From an optimization exercise on the open Yosys and OpenROAD flow, aimed at small area; shortcuts taken in it are not production practice. At most, simulation tests tie the RTL to the original design; equivalence was not proved. No activity file was given, so power comes from the tool's default toggle rates.

==> flow/design.v <==
module perm_result_buf #(
  parameter int NWORDS = 25,
  parameter int NBYTES = 8*NWORDS
) (
  input  logic        clk,
  input  logic        rst,
  input  logic        pushout,
  input  logic        firstout,
  input  logic [63:0] dout,
  output logic        stopout,
  input  logic        rd_req,
  input  logic [7:0]  rd_addr,
  input  logic [7:0]  rd_len,
  input  logic        rd_stall,
  output logic        rd_valid,
  output logic [7:0]  rd_data,
  output logic        rd_last,
  output logic        buf_full,
  input  logic        buf_release,
  output logic        rd_err,
  output logic        frame_err,
  output logic        ovf_err
);
  localparam logic [1:0] EMPTY = 2'd0, FILL = 2'd1, FULL = 2'd2, READ = 2'd3;
  logic [1:0]  state;
  logic [4:0]  word_cnt;
  logic [7:0]  ptr, rem, ptr_nxt, cur_byte, nxt_byte;
  logic [63:0] mem [NWORDS];
  logic        wr_en, acc, auto_rel;
  logic [4:0]  wr_idx;
  assign wr_en    = pushout & ((state == EMPTY & firstout) | state == FILL);
  assign wr_idx   = firstout ? 5'd0 : word_cnt;
  assign acc      = rd_len != 8'd0 && ({1'b0, rd_addr} + {1'b0, rd_len} <= 9'(NBYTES));
  assign ptr_nxt  = ptr + 8'd1;
  assign cur_byte = mem[ptr[7:3]][{ptr[2:0], 3'b000} +: 8];
  assign nxt_byte = mem[ptr_nxt[7:3]][{ptr_nxt[2:0], 3'b000} +: 8];
  assign auto_rel = 1'b0;
  always_ff @(posedge clk) if (wr_en) mem[wr_idx] <= dout;
  always_ff @(posedge clk or negedge rst) begin
    if (!rst) begin
      state     <= EMPTY;
      word_cnt  <= 5'd0;
      ptr       <= 8'd0;
      rem       <= 8'd0;
      stopout   <= 1'b1;
      rd_valid  <= 1'b0;
      rd_data   <= 8'd0;
      rd_last   <= 1'b0;
      buf_full  <= 1'b0;
      rd_err    <= 1'b0;
      frame_err <= 1'b0;
      ovf_err   <= 1'b0;
    end else begin
      rd_err    <= 1'b0;
      frame_err <= 1'b0;
      ovf_err   <= 1'b0;
      case (state)
        EMPTY: begin
          rd_err  <= rd_req;
          stopout <= 1'b0;
          if (pushout && firstout) begin
            word_cnt <= 5'd1;
            state    <= FILL;
          end else frame_err <= pushout;
        end
        FILL: begin
          rd_err <= rd_req;
          if (pushout && firstout) begin
            word_cnt  <= 5'd1;
            frame_err <= 1'b1;
          end else if (pushout && word_cnt == 5'(NWORDS-1)) begin
            word_cnt <= 5'd0;
            state    <= FULL;
            stopout  <= 1'b1;
            buf_full <= 1'b1;
          end else if (pushout) word_cnt <= word_cnt + 5'd1;
        end
        FULL: begin
          ovf_err <= pushout;
          if (buf_release) begin
            state    <= EMPTY;
            stopout  <= 1'b0;
            buf_full <= 1'b0;
          end else if (rd_req && acc) begin
            ptr   <= rd_addr;
            rem   <= rd_len;
            state <= READ;
          end else rd_err <= rd_req;
        end
        default: begin
          ovf_err <= pushout;
          rd_err  <= rd_req;
          if (buf_release || (rd_valid && !rd_stall && rem == 8'd1 && auto_rel)) begin
            state    <= EMPTY;
            stopout  <= 1'b0;
            buf_full <= 1'b0;
            rd_valid <= 1'b0;
            rd_last  <= 1'b0;
          end else if (!rd_valid) begin
            rd_valid <= 1'b1;
            rd_data  <= cur_byte;
            rd_last  <= rem == 8'd1;
          end else if (!rd_stall && rem == 8'd1) begin
            rd_valid <= 1'b0;
            rd_last  <= 1'b0;
            state    <= FULL;
          end else if (!rd_stall) begin
            ptr     <= ptr_nxt;
            rem     <= rem - 8'd1;
            rd_data <= nxt_byte;
            rd_last <= rem == 8'd2;
          end
        end
      endcase
    end
  end
endmodule
Settings: LEC_CHECK=0, CAP_MARGIN=20, CORE_MARGIN=2, CORE_UTILIZATION=40, SLEW_MARGIN=20; clock period 6.0 ns.
run.sh (not shown) runs the stock make flow with config.mk's settings and CLKGATE_MAP_FILE= SYNTH_SCRIPT=/design/flow/synth_recipe.tcl, a recipe that flattens the netlist after the stock synthesis.
Then changed:
--- a/flow/design.v
+++ b/flow/design.v
@@ -20,40 +20,58 @@
   output logic        rd_err,
   output logic        frame_err,
   output logic        ovf_err
 );
   localparam logic [1:0] EMPTY = 2'd0, FILL = 2'd1, FULL = 2'd2, READ = 2'd3;
   logic [1:0]  state;
-  logic [4:0]  word_cnt;
-  logic [7:0]  ptr, rem, ptr_nxt, cur_byte, nxt_byte;
+  logic [4:0]  word_cnt;      
+  logic [7:0]  ptr;           
+  logic [7:0]  rem;           
+  logic        par;           
   logic [63:0] mem [NWORDS];
-  logic        wr_en, acc, auto_rel;
-  logic [4:0]  wr_idx;
-  assign wr_en    = pushout & ((state == EMPTY & firstout) | state == FILL);
-  assign wr_idx   = firstout ? 5'd0 : word_cnt;
-  assign acc      = rd_len != 8'd0 && ({1'b0, rd_addr} + {1'b0, rd_len} <= 9'(NBYTES));
-  assign ptr_nxt  = ptr + 8'd1;
-  assign cur_byte = mem[ptr[7:3]][{ptr[2:0], 3'b000} +: 8];
-  assign nxt_byte = mem[ptr_nxt[7:3]][{ptr_nxt[2:0], 3'b000} +: 8];
-  assign auto_rel = 1'b0;
-  always_ff @(posedge clk) if (wr_en) mem[wr_idx] <= dout;
+  logic [63:0] bus;
+  logic [4:0]  tgt;
+  logic        act, wr_en, acc, fetch;
+  logic [7:0]  cur_byte;
+  assign act    = state == EMPTY || state == FILL;
+  assign wr_en  = pushout & ((state == EMPTY & firstout) | state == FILL);
+  assign tgt    = (pushout & firstout) ? 5'd0 : word_cnt;
+  assign bus    = dout ^ {64{par}};
+  assign acc    = rd_len != 8'd0 && ({1'b0, rd_addr} + {1'b0, rd_len} <= 9'(NBYTES));
+  assign cur_byte = mem[ptr[7:3]][{ptr[2:0], 3'b000} +: 8] ^ {8{par}};
+  for (genvar i = 0; i < NWORDS; i++) begin : g_word
+    logic w, k;
+    assign w = wr_en & (tgt == 5'(i));
+    assign k = ~(act & (tgt == 5'(i)));
+    always_ff @(posedge clk) mem[i] <= ~((mem[i] | {64{w}}) & (bus | {64{k}}));
+  end
+  assign fetch = state == READ && !buf_release && (!rd_valid || (!rd_stall && rem != 8'd1));
+  always_ff @(posedge clk) begin
+    if (state == FULL) begin
+      ptr <= rd_addr;
+      rem <= rd_len;
+    end else if (fetch) begin
+      ptr     <= ptr + 8'd1;
+      rd_data <= cur_byte;
+      if (rd_valid) rem <= rem - 8'd1;
+    end
+  end
   always_ff @(posedge clk or negedge rst) begin
     if (!rst) begin
       state     <= EMPTY;
       word_cnt  <= 5'd0;
-      ptr       <= 8'd0;
-      rem       <= 8'd0;
+      par       <= 1'b0;
       stopout   <= 1'b1;
       rd_valid  <= 1'b0;
-      rd_data   <= 8'd0;
       rd_last   <= 1'b0;
       buf_full  <= 1'b0;
       rd_err    <= 1'b0;
       frame_err <= 1'b0;
       ovf_err   <= 1'b0;
     end else begin
+      par       <= ~par;
       rd_err    <= 1'b0;
       frame_err <= 1'b0;
       ovf_err   <= 1'b0;
       case (state)
         EMPTY: begin
           rd_err  <= rd_req;
@@ -79,38 +97,32 @@
           ovf_err <= pushout;
           if (buf_release) begin
             state    <= EMPTY;
             stopout  <= 1'b0;
             buf_full <= 1'b0;
           end else if (rd_req && acc) begin
-            ptr   <= rd_addr;
-            rem   <= rd_len;
             state <= READ;
           end else rd_err <= rd_req;
         end
         default: begin
           ovf_err <= pushout;
           rd_err  <= rd_req;
-          if (buf_release || (rd_valid && !rd_stall && rem == 8'd1 && auto_rel)) begin
+          if (buf_release) begin
             state    <= EMPTY;
             stopout  <= 1'b0;
             buf_full <= 1'b0;
             rd_valid <= 1'b0;
             rd_last  <= 1'b0;
           end else if (!rd_valid) begin
             rd_valid <= 1'b1;
-            rd_data  <= cur_byte;
             rd_last  <= rem == 8'd1;
           end else if (!rd_stall && rem == 8'd1) begin
             rd_valid <= 1'b0;
             rd_last  <= 1'b0;
             state    <= FULL;
           end else if (!rd_stall) begin
-            ptr     <= ptr_nxt;
-            rem     <= rem - 8'd1;
-            rd_data <= nxt_byte;
             rd_last <= rem == 8'd2;
           end
         end
       endcase
     end
   end
- non-clock buffer count increases by 38
- routed wire length increases by 12%
- setup slack improved by 0.089 ns
- final cell count increases by about 7%
- worst hold slack got worse by 0.092 ns
- sequential cell count increases by 1
- clock power decreases by about 4%
- via count increases by 22%
- cell area decreases by about 23%
- die area decreases by about 24%
- sequential share of layout area decreases by 7.1 points
For the first run of this note, only the layout was checked, not whether the RTL still works.

* * *

perm_result_buf, a different RTL version from the one above (not shown whole).
For scale: ~1700 flip-flops, roughly 100 I/O pins, ~0.056 mm² of cells after synthesis.
==> module perm_result_buf, before the edit <==
module perm_result_buf #(
  parameter int NWORDS = 25,
  parameter int NBYTES = 8*NWORDS
) (
  input  logic        clk,
  input  logic        rst,
  input  logic        pushout,
  input  logic        firstout,
  input  logic [63:0] dout,
  output logic        stopout,
  input  logic        rd_req,
  input  logic [7:0]  rd_addr,
  input  logic [7:0]  rd_len,
  input  logic        rd_stall,
  output logic        rd_valid,
  output logic [7:0]  rd_data,
  output logic        rd_last,
  output logic        buf_full,
  input  logic        buf_release,
  output logic        rd_err,
  output logic        frame_err,
  output logic        ovf_err
);
  localparam logic [1:0] EMPTY = 2'd0, FILL = 2'd1, FULL = 2'd2, READ = 2'd3;
  logic [1:0]  state;
  logic [4:0]  word_cnt;      
  logic [7:0]  ptr;           
  logic [7:0]  ptr_d;         
  logic [7:0]  rem;           
  logic [63:0] mem [NWORDS];
  logic [NWORDS-1:0] ph;      
  logic [4:0]  tgt;
  logic        act, wr_en, acc, consume;
  assign act    = state == EMPTY || state == FILL;
  assign wr_en  = pushout & ((state == EMPTY & firstout) | state == FILL);
  assign tgt    = (pushout & firstout) ? 5'd0 : word_cnt;
  assign acc    = rd_len != 8'd0 && ({1'b0, rd_addr} + {1'b0, rd_len} <= 9'(NBYTES));
  for (genvar i = 0; i < NWORDS; i++) begin : g_word
    logic w, k;
    assign w = wr_en & (tgt == 5'(i));
    assign k = ~(act & (tgt == 5'(i)));
    always_ff @(posedge clk) begin
      mem[i] <= ~((mem[i] | {64{w}}) & (dout | {64{k}}));
      ph[i]  <= ~((ph[i] | w) & k);
    end
  end
  logic [NWORDS-1:0] wsel_n;
  logic [7:0]        bsel;
  logic [63:0]       col_n;
  logic              ph_n;
  logic [7:0]        byt_n;
  always_comb begin
    for (int i = 0; i < NWORDS; i++) wsel_n[i] = ptr_d[7:3] != 5'(i);
    for (int k = 0; k < 8; k++) bsel[k] = ptr_d[2:0] == 3'(k);
  end
  for (genvar j = 0; j < 64; j++) begin : g_col
    logic [NWORDS-1:0] d;
    for (genvar i = 0; i < NWORDS; i++) begin : g_d
      assign d[i] = mem[i][j];
    end
    prb_col #(.N(NWORDS)) u_col (.d(d), .sel_n(wsel_n), .y_n(col_n[j]));
  end
  prb_col #(.N(NWORDS)) u_ph (.d(ph), .sel_n(wsel_n), .y_n(ph_n));
  for (genvar b = 0; b < 8; b++) begin : g_byte
    logic [3:0] u;
    for (genvar q = 0; q < 4; q++) begin : g_sel
      prb_a22oi u_sel (.a1(col_n[16*q+b]), .a2(bsel[2*q]), .b1(col_n[16*q+8+b]), .b2(bsel[2*q+1]), .y(u[q]));
    end
    prb_nand4 u_byte (.a(u[0]), .b(u[1]), .c(u[2]), .d(u[3]), .y(byt_n[b]));
  end
  assign rd_last  = rd_valid & (rem == 8'd1);
  assign buf_full = state[1];
  assign consume = state == READ && !buf_release && rd_valid && !rd_stall;
  assign ptr_d = consume ? ptr + 8'd1 : ptr;
  always_ff @(posedge clk) begin
    ptr     <= state == FULL ? rd_addr : ptr_d;
    rd_data <= byt_n ^ {8{ph_n}};
    if (state == FULL) rem <= rd_len;
    else if (consume) rem <= rem - 8'd1;
    if (state == EMPTY || (pushout && firstout)) word_cnt <= 5'd1;
    else if (pushout) word_cnt <= word_cnt + 5'd1;
  end
  always_ff @(posedge clk or negedge rst) begin
    if (!rst) begin
      state     <= EMPTY;
      stopout   <= 1'b1;
      rd_valid  <= 1'b0;
      rd_err    <= 1'b0;
      frame_err <= 1'b0;
      ovf_err   <= 1'b0;
    end else begin
      rd_err    <= 1'b0;
      frame_err <= 1'b0;
      ovf_err   <= 1'b0;
      case (state)
        EMPTY: begin
          rd_err  <= rd_req;
          stopout <= 1'b0;
          if (pushout && firstout) state <= FILL;
          else frame_err <= pushout;
        end
        FILL: begin
          rd_err <= rd_req;
          if (pushout && firstout) frame_err <= 1'b1;
          else if (pushout && word_cnt == 5'(NWORDS-1)) begin
            state   <= FULL;
            stopout <= 1'b1;
          end
        end
        FULL: begin
          ovf_err <= pushout;
          if (buf_release) begin
            state   <= EMPTY;
            stopout <= 1'b0;
          end else if (rd_req && acc) state <= READ;
          else rd_err <= rd_req;
        end
        default: begin
          ovf_err <= pushout;
          rd_err  <= rd_req;
          if (buf_release) begin
            state    <= EMPTY;
            stopout  <= 1'b0;
            rd_valid <= 1'b0;
          end else if (!rd_valid) rd_valid <= 1'b1;
          else if (!rd_stall && rem == 8'd1) begin
            rd_valid <= 1'b0;
            state    <= FULL;
          end
        end
      endcase
    end
  end
endmodule
==> module prb_col, before the edit <==
module prb_col #(parameter int N = 25) (input logic [N-1:0] d, sel_n, output logic y_n);
  assign y_n = ~&(d | sel_n);
endmodule
==> flow/config.mk <==
export PLATFORM = sky130hd
export DESIGN_NAME = perm_result_buf
export DESIGN_NICKNAME = perm_result_buf
export VERILOG_FILES = /design/flow/design.v
export SDC_FILE = /design/flow/constraint.sdc
export NUM_CORES = 4
export LEC_CHECK = 0
export CAP_MARGIN = 15
export CORE_MARGIN = 2
export CORE_UTILIZATION = 70
export SLEW_MARGIN = 15
export SYNTH_HIERARCHICAL = 1
==> flow/constraint.sdc <==
create_clock -name core_clock -period 6.0 [get_ports {clk}]
set_input_delay 1.2000 -clock core_clock [delete_from_list [all_inputs] [get_ports {clk}]]
set_output_delay 1.2000 -clock core_clock [all_outputs]
set_load 0.01 [all_outputs]
standard.sh (not shown) runs the stock make flow with config.mk's settings and CLKGATE_MAP_FILE= SYNTH_SCRIPT=/design/flow/synth_recipe.tcl, a recipe that flattens the netlist after the stock synthesis.
==> flow/flow/run.sh <==
#!/bin/bash
# The standard layout (standard.sh, the ORFS flow, standard synthesis unchanged) with three
# changes: after floorplan every combinational cell is swapped for the smallest of its family
# (flow/downsize.tcl; the later repair steps size up what needs it); port buffers are buf_1
# instead of the default delay cell; and the clock tree is built from clkbuf_8 with 16-sink
# clusters and no dummy loads. Each ORFS step logs to orfs/logs/; make's output goes to
# standard.log, the downsizing step's to downsize.log.
set -uo pipefail
KNOBS=("BUFFER_PORTS_ARGS=-buffer_cell sky130_fd_sc_hd__buf_1"
  "CTS_ARGS=-sink_clustering_enable -repair_clock_nets -dont_use_dummy_load -sink_clustering_size 16 -sink_clustering_max_diameter 100 -buf_list sky130_fd_sc_hd__clkbuf_8")
bash standard.sh "${KNOBS[@]}" floorplan > standard.log 2>&1 || exit 1
RES=orfs/results/${FLOW_PLATFORM:-sky130hd}/perm_result_buf/base
DOWNSIZE_ODB=$RES/2_floorplan.odb \
  openroad -no_init -exit flow/downsize.tcl > downsize.log 2>&1 || exit 1
bash standard.sh "${KNOBS[@]}" finish >> standard.log 2>&1
Other scripts of this flow, unchanged in this note and not shown: flow/flow/downsize.tcl
The starting point completed without violations.
Next try:
--- a/flow/design.v
+++ b/flow/design.v
@@ -23,11 +23,10 @@
 );
   localparam logic [1:0] EMPTY = 2'd0, FILL = 2'd1, FULL = 2'd2, READ = 2'd3;
   logic [1:0]  state;
   logic [4:0]  word_cnt;      
   logic [7:0]  ptr;           
-  logic [7:0]  ptr_d;         
   logic [7:0]  rem;           
   logic [63:0] mem [NWORDS];
   logic [NWORDS-1:0] ph;      
   logic [4:0]  tgt;
   logic        act, wr_en, acc, consume;
@@ -48,35 +47,35 @@
   logic [7:0]        bsel;
   logic [63:0]       col_n;
   logic              ph_n;
   logic [7:0]        byt_n;
   always_comb begin
-    for (int i = 0; i < NWORDS; i++) wsel_n[i] = ptr_d[7:3] != 5'(i);
-    for (int k = 0; k < 8; k++) bsel[k] = ptr_d[2:0] == 3'(k);
+    for (int i = 0; i < NWORDS; i++) wsel_n[i] = ptr[7:3] != 5'(i);
+    for (int k = 0; k < 8; k++) bsel[k] = ptr[2:0] == 3'(k);
   end
   for (genvar j = 0; j < 64; j++) begin : g_col
     logic [NWORDS-1:0] d;
     for (genvar i = 0; i < NWORDS; i++) begin : g_d
       assign d[i] = mem[i][j];
     end
-    prb_col #(.N(NWORDS)) u_col (.d(d), .sel_n(wsel_n), .y_n(col_n[j]));
+    prb_col u_col (.d(d), .sel_n(wsel_n), .y_n(col_n[j]));
   end
-  prb_col #(.N(NWORDS)) u_ph (.d(ph), .sel_n(wsel_n), .y_n(ph_n));
+  prb_col u_ph (.d(ph), .sel_n(wsel_n), .y_n(ph_n));
   for (genvar b = 0; b < 8; b++) begin : g_byte
     logic [3:0] u;
     for (genvar q = 0; q < 4; q++) begin : g_sel
       prb_a22oi u_sel (.a1(col_n[16*q+b]), .a2(bsel[2*q]), .b1(col_n[16*q+8+b]), .b2(bsel[2*q+1]), .y(u[q]));
     end
     prb_nand4 u_byte (.a(u[0]), .b(u[1]), .c(u[2]), .d(u[3]), .y(byt_n[b]));
   end
   assign rd_last  = rd_valid & (rem == 8'd1);
   assign buf_full = state[1];
+  assign rd_data = byt_n ^ {8{ph_n}};
   assign consume = state == READ && !buf_release && rd_valid && !rd_stall;
-  assign ptr_d = consume ? ptr + 8'd1 : ptr;
   always_ff @(posedge clk) begin
-    ptr     <= state == FULL ? rd_addr : ptr_d;
-    rd_data <= byt_n ^ {8{ph_n}};
+    if (state == FULL) ptr <= rd_addr;
+    else if (consume) ptr <= ptr + 8'd1;
     if (state == FULL) rem <= rd_len;
     else if (consume) rem <= rem - 8'd1;
     if (state == EMPTY || (pushout && firstout)) word_cnt <= 5'd1;
     else if (pushout) word_cnt <= word_cnt + 5'd1;
   end
@@ -145,8 +144,16 @@
   assign y = ~((a1 & a2) | (b1 & b2));
 endmodule
 module prb_nand4 (input logic a, b, c, d, output logic y);
   assign y = ~(a & b & c & d);
 endmodule
-module prb_col #(parameter int N = 25) (input logic [N-1:0] d, sel_n, output logic y_n);
-  assign y_n = ~&(d | sel_n);
+module prb_col (input logic [24:0] d, sel_n, output logic y_n);
+  logic [11:0] y;
+  logic [2:0]  z;
+  for (genvar p = 0; p < 12; p++) begin : g_pair
+    prb_o22ai u_pair (.a1(d[2*p]), .a2(sel_n[2*p]), .b1(d[2*p+1]), .b2(sel_n[2*p+1]), .y(y[p]));
+  end
+  for (genvar q = 0; q < 3; q++) begin : g_oct
+    prb_nor4 u_oct (.a(y[4*q]), .b(y[4*q+1]), .c(y[4*q+2]), .d(y[4*q+3]), .y(z[q]));
+  end
+  prb_o2111ai u_col (.a1(d[24]), .a2(sel_n[24]), .b1(z[0]), .c1(z[1]), .d1(z[2]), .y(y_n));
 endmodule
Effect: This time the run finished with negative setup slack left. Hold slack gains 0.015 ns. Final cell count falls by 2.4%. Sequential cell count falls by 8. Setup slack loses 0.72 ns. Power falls by 3.3%. Critical path depth falls by 7. Sequential share of layout area rises by 0.63 points. Clock-buffer cell count stays the same. Final area falls by 1.3%. Clock skew falls by 0.012 ns. Register-to-register slack gains 1.4 ns. Synthesized area rises by 2.3%.

-- what the ideal ports hide --
The flow's constraints put no driver on any port. The routed layouts listed below were extracted and timed again, unchanged, in two steps. Step 1 sets driving cells, clkbuf_16 on the clock port and buf_2 on the other inputs (assumed; they add their load-dependent delay and slew). Step 2, shift: input delay + t, output delay - t, t = (earliest + latest rising clock arrival at the registers) / 2. This alone moves slack from input paths to output paths. a / b / c = ideal / step 1 / step 2; a / b = the first two.
run | shift t [ns] | slack for setup (ns) | worst register clock-pin slew, ns
the first run of note 1 | 0.913 | 1.217 / 1.217 / 0.959 | 0.07 / 0.07
the second run of note 1 | 0.903 | 1.306 / 1.306 / 1.142 | 0.07 / 0.07
the first run of note 2 | 0.864 | 0.610 / 0.610 / -0.109 | 0.11 / 0.11
the second run of note 2 | 0.858 | -0.109 / -0.179 / 0.679 | 0.11 / 0.11
Met with ideal ports but missed after step 2: setup timing in the first run of note 2. For the first run of note 2, which loses most, drivers alone change the setup slack by 0.000 ns; drivers and shift together by -0.719 ns.
